Background: an optimization exercise with open tools, aiming at small area, a short achievable clock period and few clock cycles per item. Do not read the settings as production practice. Where RTL was checked, it was by simulation tests only, not by an equivalence proof against the original. No activity file was given, so power comes from the tool's default toggle rates.

==> inputs of v22 <==
==> flow/design.v <==
`default_nettype none
package wbps_pkg;
  localparam int MAX_PATTERN_DEFAULT = 32;
  localparam int OFFSET_BITS_DEFAULT = 16;
  localparam int CFG_DATA_W   = 64;
  localparam int CFG_IDX_W    = 3;
  localparam int LEN_REG_W    = 6;
  localparam int PAT_REGS     = 4;
  localparam int PAT_BYTES    = PAT_REGS * CFG_DATA_W / 8;
  localparam int OFFSET_OUT_W = 16;
  localparam logic [7:0] WILDCARD_BYTE = 8'h2A;
  typedef struct packed {
    logic [7:0] region_byte;
    logic       region_end;
  } in_t;
  typedef struct packed {
    logic                    found;
    logic [OFFSET_OUT_W-1:0] match_offset;
  } out_t;
endpackage
`default_nettype wire
`default_nettype none
module wbps_cfg (
  input  wire logic         clk_i,
  input  wire logic         rst_ni,
  input  wire logic         cfg_we_i,
  input  wire logic [2:0]   cfg_idx_i,
  input  wire logic [63:0]  cfg_data_i,
  output logic      [4:0]   nm1_o,
  output logic      [3:0]   wvld_o,
  output logic [3:0][63:0]  pat_o
);
  logic [4:0]       nm1_q;
  logic [3:0]       wvld_q;
  logic [3:0][63:0] pat_q;
  logic [5:0]       lw;
  logic [4:0]       nm1_d;
  assign lw    = cfg_data_i[5:0];
  assign nm1_d = (lw == 6'd0) ? 5'd0 : (lw > 6'd32) ? 5'd31 : 5'(lw - 6'd1);
  always_ff @(posedge clk_i or negedge rst_ni) begin
    if (!rst_ni) begin
      nm1_q  <= 5'd0;
      wvld_q <= 4'd0;
    end else if (cfg_we_i) begin
      if (cfg_idx_i == 3'd0) nm1_q <= nm1_d;
      for (int w = 0; w < 4; w++) begin
        if (cfg_idx_i == 3'(w + 1)) wvld_q[w] <= 1'b1;
      end
    end
  end
  always_ff @(posedge clk_i) begin
    for (int w = 0; w < 4; w++) begin
      if (cfg_we_i && cfg_idx_i == 3'(w + 1)) pat_q[w] <= cfg_data_i;
    end
  end
  assign nm1_o  = nm1_q;
  assign wvld_o = wvld_q;
  assign pat_o  = pat_q;
endmodule
`default_nettype wire
`default_nettype none
module wbps_window (
  input  wire logic         clk_i,
  input  wire logic         step_i,      
  input  wire logic         first_i,     
  input  wire logic         zero_i,      
  input  wire logic [4:0]   nm1_i,
  output logic      [15:0]  off_o
);
  logic [15:0] off_q;
  logic [15:0] n16;
  assign n16 = 16'(nm1_i) + 16'd1;
  always_ff @(posedge clk_i) begin
    if (step_i) begin
      if (zero_i) begin
        off_q <= 16'd0;
      end else if (first_i) begin
        off_q <= 16'd1 - n16;
      end else if (off_q != ~n16) begin
        off_q <= off_q + 16'd1;
      end
    end
  end
  assign off_o = off_q;
endmodule
`default_nettype wire
`default_nettype none
module wbps_match (
  input  wire logic         clk_i,
  input  wire logic         load_i,
  input  wire logic         restart_i,
  input  wire logic [7:0]   byte_i,
  input  wire logic [3:0]   wvld_i,
  input  wire logic [3:0][63:0] pat_i,
  input  wire logic [4:0]   nm1_i,
  output logic              hit_o
);
  logic [31:0] eq;
  logic [31:0] st_q;
  logic        zero_byte;
  assign zero_byte = (byte_i == 8'h00);
  always_comb begin
    for (int k = 0; k < 32; k++) begin
      if (wvld_i[k / 8]) begin
        eq[k] = (pat_i[k / 8][(k % 8) * 8 +: 8] == wbps_pkg::WILDCARD_BYTE) ||
                (pat_i[k / 8][(k % 8) * 8 +: 8] == byte_i);
      end else begin
        eq[k] = zero_byte;
      end
    end
  end
  always_ff @(posedge clk_i) begin
    if (load_i) begin
      st_q <= eq & {st_q[30:0] & {31{!restart_i}}, 1'b1};
    end
  end
  assign hit_o = st_q[nm1_i];
endmodule
`default_nettype wire
`default_nettype none
module wildcard_byte_pattern_scanner_core (
  input  wire logic         clk_i,
  input  wire logic         rst_ni,
  input  wire logic         cfg_we_i,
  input  wire logic [2:0]   cfg_idx_i,
  input  wire logic [63:0]  cfg_data_i,
  input  wire logic         in_valid_i,
  input  wire wbps_pkg::in_t in_data_i,
  output logic              in_stall_o,
  output logic              out_valid_o,
  output wbps_pkg::out_t    out_data_o,
  input  wire logic         out_stall_i
);
  logic [4:0]       nm1;
  logic [3:0]       wvld;
  logic [3:0][63:0] pat;
  logic             load;
  logic             step;
  logic             hit;
  logic [15:0]      off;
  logic             last_q;    
  logic             first_q;   
  logic             fresh_q;   
  logic             done_q;    
  logic             ov_q;
  logic             found_q;
  assign in_stall_o = out_stall_i;
  assign load       = in_valid_i && !out_stall_i;
  assign step       = fresh_q && !out_stall_i;
  wbps_cfg u_cfg (
    .clk_i      (clk_i),
    .rst_ni     (rst_ni),
    .cfg_we_i   (cfg_we_i),
    .cfg_idx_i  (cfg_idx_i),
    .cfg_data_i (cfg_data_i),
    .nm1_o      (nm1),
    .wvld_o     (wvld),
    .pat_o      (pat)
  );
  wbps_match u_match (
    .clk_i     (clk_i),
    .load_i    (load),
    .restart_i (last_q),
    .byte_i    (in_data_i.region_byte),
    .wvld_i    (wvld),
    .pat_i     (pat),
    .nm1_i     (nm1),
    .hit_o     (hit)
  );
  wbps_window u_window (
    .clk_i   (clk_i),
    .step_i  (step),
    .first_i (first_q),
    .zero_i  (last_q && !hit),
    .nm1_i   (nm1),
    .off_o   (off)
  );
  always_ff @(posedge clk_i or negedge rst_ni) begin
    if (!rst_ni) begin
      last_q  <= 1'b1;
      fresh_q <= 1'b0;
      ov_q    <= 1'b0;
    end else if (!out_stall_i) begin
      fresh_q <= in_valid_i;
      ov_q    <= fresh_q && !done_q && (hit || last_q);
      if (in_valid_i) last_q <= in_data_i.region_end;
    end
  end
  always_ff @(posedge clk_i) begin
    if (load) begin
      first_q <= last_q;
      done_q  <= !last_q && (done_q || hit);
    end
    if (!out_stall_i) found_q <= hit;
  end
  assign out_valid_o             = ov_q;
  assign out_data_o.found        = found_q;
  assign out_data_o.match_offset = off;
endmodule
`default_nettype wire
`default_nettype none
module wbps_top (
  input  wire logic        clk_i,
  input  wire logic        rst_ni,
  input  wire logic        cfg_we_i,
  input  wire logic [2:0]  cfg_idx_i,
  input  wire logic [63:0] cfg_data_i,
  input  wire logic        in_valid_i,
  input  wire logic [7:0]  in_byte_i,
  input  wire logic        in_last_i,
  output logic             in_stall_o,
  output logic             out_valid_o,
  output logic             out_found_o,
  output logic [15:0]      out_offset_o,
  input  wire logic        out_stall_i
);
  wbps_pkg::in_t  in_data;
  wbps_pkg::out_t out_data;
  assign in_data.region_byte = in_byte_i;
  assign in_data.region_end  = in_last_i;
  assign out_found_o         = out_data.found;
  assign out_offset_o        = out_data.match_offset;
  wildcard_byte_pattern_scanner_core u_core (
    .clk_i       (clk_i),
    .rst_ni      (rst_ni),
    .cfg_we_i    (cfg_we_i),
    .cfg_idx_i   (cfg_idx_i),
    .cfg_data_i  (cfg_data_i),
    .in_valid_i  (in_valid_i),
    .in_data_i   (in_data),
    .in_stall_o  (in_stall_o),
    .out_valid_o (out_valid_o),
    .out_data_o  (out_data),
    .out_stall_i (out_stall_i)
  );
endmodule
`default_nettype wire
==> flow/flow/run.sh <==
#!/bin/bash
# Standard layout, with plain buf_1 cells as the port buffers.
set -euo pipefail
bash standard.sh "BUFFER_PORTS_ARGS=-buffer_cell sky130_fd_sc_hd__buf_1" finish > standard_flow.log 2>&1
==> flow/standard.sh <==
#!/bin/bash
# synth_recipe.tcl (not shown) runs the flow's synth.tcl, then flattens the netlist and writes it again
# the make line also repeats each setting of config.mk as NAME=value (left out here)
make -C /OpenROAD-flow-scripts/flow DESIGN_CONFIG=/design/flow/config.mk WORK_HOME=/design/flow/orfs CLKGATE_MAP_FILE= SYNTH_SCRIPT=/design/flow/synth_recipe.tcl "${@:-finish}"
==> flow/config.mk <==
export PLATFORM = sky130hd
export DESIGN_NAME = wbps_top
export DESIGN_NICKNAME = wbps_top
export VERILOG_FILES = /design/flow/design.v
export SDC_FILE = /design/flow/constraint.sdc
export NUM_CORES = 4
export LEC_CHECK = 0
export CAP_MARGIN = 20
export CORE_MARGIN = 2
export CORE_UTILIZATION = 50
export CTS_BUF_LIST = sky130_fd_sc_hd__clkbuf_16
export CTS_CLUSTER_DIAMETER = 80
export CTS_CLUSTER_SIZE = 32
export PLACE_DENSITY = 0.65
export SETUP_SLACK_MARGIN = 3.0
export SLEW_MARGIN = 20
==> flow/constraint.sdc <==
create_clock -name core_clock -period 7.5 [get_ports {clk_i}]
set_input_delay 1.5000 -clock core_clock [delete_from_list [all_inputs] [get_ports {clk_i}]]
set_output_delay 1.5000 -clock core_clock [all_outputs]
set_load 0.01 [all_outputs]
==> v14: changes against v22 <==
--- a/flow/design.v
+++ b/flow/design.v
@@ -65,3 +65,2 @@
   input  wire logic         first_i,     
-  input  wire logic         zero_i,      
   input  wire logic [4:0]   nm1_i,
@@ -74,5 +73,3 @@
     if (step_i) begin
-      if (zero_i) begin
-        off_q <= 16'd0;
-      end else if (first_i) begin
+      if (first_i) begin
         off_q <= 16'd1 - n16;
@@ -173,3 +170,2 @@
     .first_i (first_q),
-    .zero_i  (last_q && !hit),
     .nm1_i   (nm1),
@@ -197,3 +193,3 @@
   assign out_data_o.found        = found_q;
-  assign out_data_o.match_offset = off;
+  assign out_data_o.match_offset = found_q ? off : 16'd0;
 endmodule
- CORE_UTILIZATION: 50 -> 62
- PLACE_DENSITY: 0.65 -> 0.75
- SETUP_SLACK_MARGIN: 3.0 -> 4.4
==> run notes <==
outcome -> timing/DRC/antenna clean
Hold Slack -> 0.4863 ns
GRT Total Usage -> 0.2223
die height -> 177.1 µm
cell area power density -> 227.7 nW/µm²
mux cell area share after synthesis -> 0.01653
# diodes -> 0
#MultiIn Comb -> 665
Gate Count Post-Synth -> 1042
P_leak -> 5.050 nW
clock buf count -> 17
Internal -> 2.767 mW
That was v22.
==> run notes <==
largest registers -> u_core.u_cfg.pat_q x256, u_core.u_match.st_q x32, u_core.u_window.off_q x16
Hold Slack -> 0.4855 ns
#MultiIn Comb -> 680
clock buf count -> 15
first-pass GRT wire length -> 51330 µm
worst setup margin -> 4.299 ns
Internal -> 2.618 mW
P_leak -> 4.973 nW
GRT Total Usage -> 0.2643
mux cell area share after synthesis -> 0.01502
outcome -> timing/DRC/antenna clean
Gate Count Post-Synth -> 1056
die height -> 159.1 µm
Net Sw Power -> 0.8901 mW
# diodes -> 1
period utilization -> 0.4268
cell area power density -> 217.6 nW/µm²
That was v14.
Testbench counts of v22, summed over its fixed seeds: cycles 110,095, items 109,783.
Function not checked in v14: the RTL went through the layout flow alone.

-- separate check: timing with driven ports --
Ports are ideal in the flow. The routed layouts listed here were re-timed in OpenROAD.
Step 1 (the two cells are an assumption about what drives the block):
set clk [get_ports {clk_i}]
set_driving_cell -lib_cell sky130_fd_sc_hd__clkbuf_16 $clk
set_driving_cell -lib_cell sky130_fd_sc_hd__buf_2 [delete_from_list [all_inputs] $clk]
Step 2 adds t to the input delays and takes it off the output delays; t is the mean of the earliest and latest rising clock arrival at the registers after step 1. Input paths then give back, and output paths get back, about the clock's delay inside the block.
Three values: ideal, step 1, step 2; two values: the first two.
run	t (ns)	setup WS [ns]	pins driven straight from the clock port
v22	0.567	3.941 / 3.969 / 3.402	1
v14	0.548	4.299 / 4.258 / 4.046	1
After both steps setup and hold are still met in every run listed. For v22, which loses most, drivers alone change the setup slack by +0.028 ns; drivers and shift together by -0.539 ns.
